Context: an optimization exercise on an open-source flow, tuned for small area, a short achievable clock period and few clock cycles. The choices shown serve that exercise and are no tape-out recipe. Power is estimated from default activity; no workload was simulated.

==> flow/design.v <==
package lpmr_pkg;
  localparam int LEN_W  = 7;
  localparam int BYTE_W = 8;
  typedef enum logic {
    REQ_WRITE = 1'b0,
    REQ_READ  = 1'b1
  } req_kind_t;
  typedef enum logic [2:0] {
    ST_WRITE_OK       = 3'd0,
    ST_WRITE_FULL     = 3'd1,
    ST_READ_OK        = 3'd2,
    ST_READ_EMPTY     = 3'd3,
    ST_READ_TOO_SMALL = 3'd4
  } status_t;
  typedef struct packed {
    req_kind_t          req_type;
    logic               first;
    logic               last;
    logic [LEN_W-1:0]   msg_len;
    logic [BYTE_W-1:0]  data_byte;
    logic [BYTE_W-1:0]  read_capacity;
  } req_t;
  typedef struct packed {
    status_t            status;
    logic [LEN_W-1:0]   out_len;
    logic [BYTE_W-1:0]  out_byte;
    logic               byte_valid;
    logic               last_out;
  } result_t;
endpackage
module length_prefixed_message_ring #(
  parameter int RING_BYTES    = 1024,
  parameter int HEADER_BYTES  = 8,
  parameter int MAX_MSG_BYTES = 64
) (
  input  logic              clk,
  input  logic              rst,
  input  logic              start,
  input  lpmr_pkg::req_t    req,
  output logic              busy,
  output logic              result_valid,
  output lpmr_pkg::result_t result
);
  localparam int LW  = lpmr_pkg::LEN_W;
  localparam int UW  = $clog2(RING_BYTES) + 1;              
  localparam int MAXN  = (RING_BYTES - 1) / HEADER_BYTES;
  localparam int NFIT  = (RING_BYTES - 1) / (HEADER_BYTES + MAX_MSG_BYTES);
  localparam int DMAX1 = NFIT * MAX_MSG_BYTES;
  localparam int DMAX2 = (RING_BYTES - 1) - (NFIT + 1) * HEADER_BYTES;
  localparam int DMAX  = (DMAX1 > DMAX2) ? DMAX1 : DMAX2;
  localparam int DSLK  = 4;                                 
  localparam int DN    = DMAX + DSLK;                       
  localparam int DW    = $clog2(DN + 1);
  localparam int LFN   = 1 << $clog2(MAXN + 1);             
  localparam int LFW   = $clog2(LFN);
  localparam int CW    = $clog2(MAXN + 1);
  localparam int QN    = 16;                                
  localparam int QW    = $clog2(QN);
  localparam int LIM0  = RING_BYTES - HEADER_BYTES - 1;
  localparam logic [LW-1:0] MAXL = LW'(MAX_MSG_BYTES);
  function automatic logic [DW-1:0] dinc(input logic [DW-1:0] p);
    if (p == DW'(DN - 1)) dinc = '0;
    else                  dinc = p + DW'(1);
  endfunction
  logic           iv;
  lpmr_pkg::req_t iw;
  logic           i_gt;         
  logic           busy_q;
  assign busy = busy_q;
  always_ff @(posedge clk) begin
    iw   <= req;
    i_gt <= (req.msg_len > MAXL);
    if (rst) iv <= 1'b0;
    else     iv <= start && !busy_q;
  end
  logic signed [UW-1:0] lim;    
  logic [CW-1:0]  lcount;       
  logic [LFW-1:0] lf_rd, lf_rd1, lf_wr;
  logic [LW-1:0]  lf [LFN];
  logic [LW-1:0]  hlen;         
  logic           wopen, wref;
  logic [LW-1:0]  decl, brecv;
  logic [DW-1:0]  ctail, wptr;  
  logic [DW-1:0]  pcount;       
  logic           e_store, e_strm;
  logic [LW-1:0]  e_disc;
  logic [7:0]     dmem [DN];
  logic           wq_we;
  logic [DW-1:0]  wq_addr;
  logic [7:0]     wq_data;
  localparam int QEW = 3 + LW + 2;
  logic [QEW-1:0] q [QN];
  logic [QW-1:0]  q_h, q_t;
  logic [QW:0]    q_cnt;
  logic           hd_v;
  logic [2:0]     hd_st;
  logic [LW-1:0]  hd_len;
  logic           hd_strm, hd_one;
  logic           s_act, s_last;
  logic [LW-1:0]  s_rem, s_len;
  logic [DW-1:0]  rptr;
  logic           m_v, m_bv, m_last;
  logic [2:0]     m_st;
  logic [LW-1:0]  m_len;
  logic [7:0]     rd_q;
  logic           is_wr, is_rd;
  logic           refuse_f, open_e, refused_e, lt, store, discard, commit, closef;
  logic [LW-1:0]  br_e, decl_e, blen;
  logic [DW-1:0]  wptr_e, wptr_n;
  logic           empty, too_small, push, remove;
  logic [2:0]     push_st;
  logic [LW-1:0]  push_len;
  logic           push_strm;
  always_comb begin
    is_wr     = iv && (iw.req_type == lpmr_pkg::REQ_WRITE);
    is_rd     = iv && (iw.req_type == lpmr_pkg::REQ_READ);
    refuse_f  = i_gt || ($signed({{(UW-LW){1'b0}}, iw.msg_len}) > lim);
    open_e    = iw.first | wopen;
    refused_e = iw.first ? refuse_f : wref;
    br_e      = iw.first ? '0 : brecv;
    decl_e    = iw.first ? iw.msg_len : decl;
    lt        = (br_e < decl_e);
    blen      = lt ? br_e + LW'(1) : br_e;
    store     = is_wr && open_e && !refused_e && lt;
    discard   = is_wr && iw.first && wopen;
    closef    = is_wr && open_e && iw.last;
    commit    = closef && !refused_e;
    wptr_e    = iw.first ? ctail : wptr;
    wptr_n    = store ? dinc(wptr_e) : wptr_e;
    empty     = (lcount == '0);
    too_small     = (iw.read_capacity < {1'b0, hlen});
    remove    = is_rd && !empty && !too_small;
    push      = closef || is_rd;
    if (!iw.req_type) begin
      push_st  = refused_e ? lpmr_pkg::ST_WRITE_FULL : lpmr_pkg::ST_WRITE_OK;
      push_len = refused_e ? decl_e : blen;
    end else begin
      push_st  = empty ? lpmr_pkg::ST_READ_EMPTY :
                 too_small ? lpmr_pkg::ST_READ_TOO_SMALL : lpmr_pkg::ST_READ_OK;
      push_len = empty ? '0 : hlen;
    end
    push_strm = iw.req_type && !empty && !too_small && (hlen != '0);
  end
  logic           take, consume, stream_rd;
  always_comb begin
    consume   = hd_v && !s_act;
    take      = !hd_v || consume;
    stream_rd = s_act || (consume && hd_strm);
  end
  always_ff @(posedge clk) begin
    if (wq_we) dmem[wq_addr] <= wq_data;
    wq_addr <= wptr_e;
    wq_data <= iw.data_byte;
    lf[lf_wr] <= blen;
    q[q_t]    <= {push_st, push_len, push_strm, (push_len == LW'(1))};
    if (remove) hlen <= lf[lf_rd1];
    else if (commit && (lcount == '0)) hlen <= blen;
    if (take) {hd_st, hd_len, hd_strm, hd_one} <= q[q_h];
    rd_q <= dmem[rptr];
    if (s_act) begin
      m_st   <= lpmr_pkg::ST_READ_OK;
      m_len  <= s_len;
      m_bv   <= 1'b1;
      m_last <= s_last;
      s_rem  <= s_rem - LW'(1);
      s_last <= (s_rem == LW'(2));
    end else begin
      m_st   <= hd_st;
      m_len  <= hd_len;
      m_bv   <= hd_strm;
      m_last <= !hd_strm || hd_one;
      s_rem  <= hd_len - LW'(1);
      s_last <= (hd_len == LW'(2));
      s_len  <= hd_len;
    end
    result.status     <= lpmr_pkg::status_t'(m_st);
    result.out_len    <= m_len;
    result.out_byte   <= m_bv ? rd_q : 8'h00;
    result.byte_valid <= m_bv;
    result.last_out   <= m_last;
    if (rst) begin
      busy_q       <= 1'b0;
      lim          <= UW'(LIM0);
      lcount       <= '0;
      lf_rd        <= '0;
      lf_rd1       <= LFW'(1);
      lf_wr        <= '0;
      wopen        <= 1'b0;
      wref         <= 1'b0;
      decl         <= '0;
      brecv        <= '0;
      ctail        <= '0;
      wptr         <= '0;
      pcount       <= '0;
      e_store      <= 1'b0;
      e_strm       <= 1'b0;
      e_disc       <= '0;
      wq_we        <= 1'b0;
      q_h          <= '0;
      q_t          <= '0;
      q_cnt        <= '0;
      hd_v         <= 1'b0;
      s_act        <= 1'b0;
      rptr         <= '0;
      m_v          <= 1'b0;
      result_valid <= 1'b0;
    end else begin
      busy_q <= (q_cnt >= (QW+1)'(QN - 3)) || (pcount >= DW'(DN - 3));
      wq_we  <= store;
      if (is_wr && open_e) begin
        wopen <= !iw.last;
        wref  <= refused_e;
        decl  <= decl_e;
        brecv <= blen;
        wptr  <= wptr_n;
      end
      if (commit) begin
        ctail  <= wptr_n;
        lf_wr  <= lf_wr + LFW'(1);
        lcount <= lcount + CW'(1);
        lim    <= lim - UW'(blen) - UW'(HEADER_BYTES);
      end
      if (remove) begin
        lf_rd  <= lf_rd1;
        lf_rd1 <= lf_rd1 + LFW'(1);
        lcount <= lcount - CW'(1);
        lim    <= lim + UW'(hlen) + UW'(HEADER_BYTES);
      end
      e_store <= store;
      e_strm  <= stream_rd;
      e_disc  <= (discard && !wref) ? brecv : '0;
      pcount  <= pcount + DW'(e_store) - DW'(e_strm) - DW'(e_disc);
      if (push) q_t <= q_t + QW'(1);
      if (take && (q_cnt != '0)) q_h <= q_h + QW'(1);
      q_cnt <= q_cnt + (QW+1)'(push) - (QW+1)'(take && (q_cnt != '0));
      if (take) hd_v <= (q_cnt != '0);
      m_v <= s_act || consume;
      if (stream_rd) rptr <= dinc(rptr);
      if (s_act) begin
        if (s_last) s_act <= 1'b0;
      end else if (consume && hd_strm && !hd_one) begin
        s_act <= 1'b1;
      end
      result_valid <= m_v;
    end
  end
endmodule
module lpmr_top (
  input  logic       clk,
  input  logic       rst,
  input  logic       start,
  input  logic       req_type,
  input  logic       first,
  input  logic       last,
  input  logic [6:0] msg_len,
  input  logic [7:0] data_byte,
  input  logic [7:0] read_capacity,
  output logic       busy,
  output logic       result_valid,
  output logic [2:0] status,
  output logic [6:0] out_len,
  output logic [7:0] out_byte,
  output logic       byte_valid,
  output logic       last_out
);
  lpmr_pkg::req_t    req;
  lpmr_pkg::result_t result;
  assign req.req_type      = lpmr_pkg::req_kind_t'(req_type);
  assign req.first         = first;
  assign req.last          = last;
  assign req.msg_len       = msg_len;
  assign req.data_byte     = data_byte;
  assign req.read_capacity = read_capacity;
  length_prefixed_message_ring #(
    .RING_BYTES    (512),
    .HEADER_BYTES  (8),
    .MAX_MSG_BYTES (64)
  ) u_ring (
    .clk          (clk),
    .rst          (rst),
    .start        (start),
    .req          (req),
    .busy         (busy),
    .result_valid (result_valid),
    .result       (result)
  );
  assign status     = result.status;
  assign out_len    = result.out_len;
  assign out_byte   = result.out_byte;
  assign byte_valid = result.byte_valid;
  assign last_out   = result.last_out;
endmodule
Settings: LEC_CHECK=0, ABC_CLOCK_PERIOD_IN_PS=3000, CAP_MARGIN=20, CORE_MARGIN=2, CORE_UTILIZATION=40, SETUP_SLACK_MARGIN=4.0, SLEW_MARGIN=20; clock period 8.0 ns.
run.sh (not shown) runs the stock make flow with config.mk's settings and CLKGATE_MAP_FILE= SYNTH_SCRIPT=/design/flow/synth_recipe.tcl, a recipe that flattens the netlist after the stock synthesis.
The baseline completed without violations.
==> next run, changes <==
--- a/flow/design.v
+++ b/flow/design.v
@@ -62,28 +62,37 @@
     if (p == DW'(DN - 1)) dinc = '0;
     else                  dinc = p + DW'(1);
   endfunction
   logic           iv;
   lpmr_pkg::req_t iw;
   logic           i_gt;         
+  logic           i_nz, i_gt1;  
+  logic [LW-1:0]  i_lm1;        
   logic           busy_q;
   assign busy = busy_q;
   always_ff @(posedge clk) begin
     iw   <= req;
-    i_gt <= (req.msg_len > MAXL);
+    i_gt  <= (req.msg_len > MAXL);
+    i_nz  <= (req.msg_len != '0);
+    i_gt1 <= (req.msg_len > LW'(1));
+    i_lm1 <= (req.msg_len == '0) ? '0 : req.msg_len - LW'(1);
     if (rst) iv <= 1'b0;
     else     iv <= start && !busy_q;
   end
   logic signed [UW-1:0] lim;    
   logic [CW-1:0]  lcount;       
   logic [LFW-1:0] lf_rd, lf_rd1, lf_wr;
   logic [LW-1:0]  lf [LFN];
   logic [LW-1:0]  hlen;         
   logic           wopen, wref;
-  logic [LW-1:0]  decl, brecv;
+  logic [LW-1:0]  decl, brecv, brecv1;
+  logic [LW-1:0]  rem;          
+  logic           rem_nz, rem_gt1;
+  logic           lnz;          
   logic [DW-1:0]  ctail, wptr;  
+  logic [DW-1:0]  ctail1, wptr1;  
   logic [DW-1:0]  pcount;       
   logic           e_store, e_strm;
   logic [LW-1:0]  e_disc;
   logic [7:0]     dmem [DN];
   logic           wq_we;
   logic [DW-1:0]  wq_addr;
@@ -102,35 +111,38 @@
   logic           m_v, m_bv, m_last;
   logic [2:0]     m_st;
   logic [LW-1:0]  m_len;
   logic [7:0]     rd_q;
   logic           is_wr, is_rd;
   logic           refuse_f, open_e, refused_e, lt, store, discard, commit, closef;
-  logic [LW-1:0]  br_e, decl_e, blen;
-  logic [DW-1:0]  wptr_e, wptr_n;
+  logic [LW-1:0]  decl_e, blen, rem_n;
+  logic           remnz_n;
+  logic [DW-1:0]  wptr_e, wptr_n, wptr1_n;
   logic           empty, too_small, push, remove;
   logic [2:0]     push_st;
   logic [LW-1:0]  push_len;
   logic           push_strm;
   always_comb begin
     is_wr     = iv && (iw.req_type == lpmr_pkg::REQ_WRITE);
     is_rd     = iv && (iw.req_type == lpmr_pkg::REQ_READ);
     refuse_f  = i_gt || ($signed({{(UW-LW){1'b0}}, iw.msg_len}) > lim);
     open_e    = iw.first | wopen;
     refused_e = iw.first ? refuse_f : wref;
-    br_e      = iw.first ? '0 : brecv;
     decl_e    = iw.first ? iw.msg_len : decl;
-    lt        = (br_e < decl_e);
-    blen      = lt ? br_e + LW'(1) : br_e;
+    lt        = iw.first ? i_nz : rem_nz;
+    blen      = iw.first ? LW'(i_nz) : (rem_nz ? brecv1 : brecv);
     store     = is_wr && open_e && !refused_e && lt;
     discard   = is_wr && iw.first && wopen;
     closef    = is_wr && open_e && iw.last;
     commit    = closef && !refused_e;
     wptr_e    = iw.first ? ctail : wptr;
-    wptr_n    = store ? dinc(wptr_e) : wptr_e;
-    empty     = (lcount == '0);
+    wptr_n    = store ? (iw.first ? ctail1 : wptr1) : wptr_e;
+    wptr1_n   = store ? (iw.first ? dinc(ctail1) : dinc(wptr1)) : (iw.first ? ctail1 : wptr1);
+    rem_n     = iw.first ? i_lm1 : (rem_nz ? rem - LW'(1) : rem);
+    remnz_n   = iw.first ? i_gt1 : rem_gt1;
+    empty     = !lnz;
     too_small     = (iw.read_capacity < {1'b0, hlen});
     remove    = is_rd && !empty && !too_small;
     push      = closef || is_rd;
     if (!iw.req_type) begin
       push_st  = refused_e ? lpmr_pkg::ST_WRITE_FULL : lpmr_pkg::ST_WRITE_OK;
       push_len = refused_e ? decl_e : blen;
@@ -188,12 +200,15 @@
       wopen        <= 1'b0;
       wref         <= 1'b0;
       decl         <= '0;
       brecv        <= '0;
       ctail        <= '0;
       wptr         <= '0;
+      ctail1       <= DW'(1);
+      wptr1        <= DW'(1);
+      lnz          <= 1'b0;
       pcount       <= '0;
       e_store      <= 1'b0;
       e_strm       <= 1'b0;
       e_disc       <= '0;
       wq_we        <= 1'b0;
       q_h          <= '0;
@@ -205,29 +220,37 @@
       m_v          <= 1'b0;
       result_valid <= 1'b0;
     end else begin
       busy_q <= (q_cnt >= (QW+1)'(QN - 3)) || (pcount >= DW'(DN - 3));
       wq_we  <= store;
       if (is_wr && open_e) begin
-        wopen <= !iw.last;
-        wref  <= refused_e;
-        decl  <= decl_e;
-        brecv <= blen;
-        wptr  <= wptr_n;
+        wopen   <= !iw.last;
+        wref    <= refused_e;
+        decl    <= decl_e;
+        brecv   <= blen;
+        brecv1  <= blen + LW'(1);
+        rem     <= rem_n;
+        rem_nz  <= remnz_n;
+        rem_gt1 <= (rem_n > LW'(1));
+        wptr    <= wptr_n;
+        wptr1   <= wptr1_n;
       end
       if (commit) begin
         ctail  <= wptr_n;
+        ctail1 <= wptr1_n;
         lf_wr  <= lf_wr + LFW'(1);
         lcount <= lcount + CW'(1);
-        lim    <= lim - UW'(blen) - UW'(HEADER_BYTES);
+        lnz    <= 1'b1;
+        lim    <= lim - UW'(HEADER_BYTES) - UW'(blen);
       end
       if (remove) begin
         lf_rd  <= lf_rd1;
         lf_rd1 <= lf_rd1 + LFW'(1);
         lcount <= lcount - CW'(1);
-        lim    <= lim + UW'(hlen) + UW'(HEADER_BYTES);
+        lnz    <= (lcount != CW'(1));
+        lim    <= lim + UW'(HEADER_BYTES) + UW'(hlen);
       end
       e_store <= store;
       e_strm  <= stream_rd;
       e_disc  <= (discard && !wref) ? brecv : '0;
       pcount  <= pcount + DW'(e_store) - DW'(e_strm) - DW'(e_disc);
       if (push) q_t <= q_t + QW'(1);
What happened: The changed run completed with no timing, DRC or antenna violations. Routed wire length goes up by a few percent. Clock power is about the same. Setup slack gains 0.13 ns. Register-to-register slack gains 0.13 ns. Final area goes up slightly. Combinational power goes down by a quarter to a third. Synthesized area goes up slightly. Worst hold slack loses 0.0055 ns. Clock skew goes down by 0.0070 ns. Core utilization goes down by 0.15 points. Fmax goes up by a few percent. Via count goes up by a few percent.
No functional check of the RTL was part of any run of this note.

==> separate check: timing with driven ports <==
No port has a modelled driver above. Below, the same layouts with a new extraction and two added sets of constraints. Step 1 assumes that a clkbuf_16 drives the clock port and a buf_2 every other input. Step 2, shift: input delay + t, output delay - t, t = (earliest + latest rising clock arrival at the registers) / 2. This alone moves slack from input paths to output paths. a / b / c = no drivers / after step 1 / after step 2; a / b = the first two.
run	shift t [ns]	slack for setup (ns)	worst data-port slew with drivers (ns)
the first run	1.079	3.709 / 3.709 / 3.709	0.04
the second run	1.096	3.835 / 3.835 / 3.835	0.05
After both steps setup and hold are still met in every run listed.
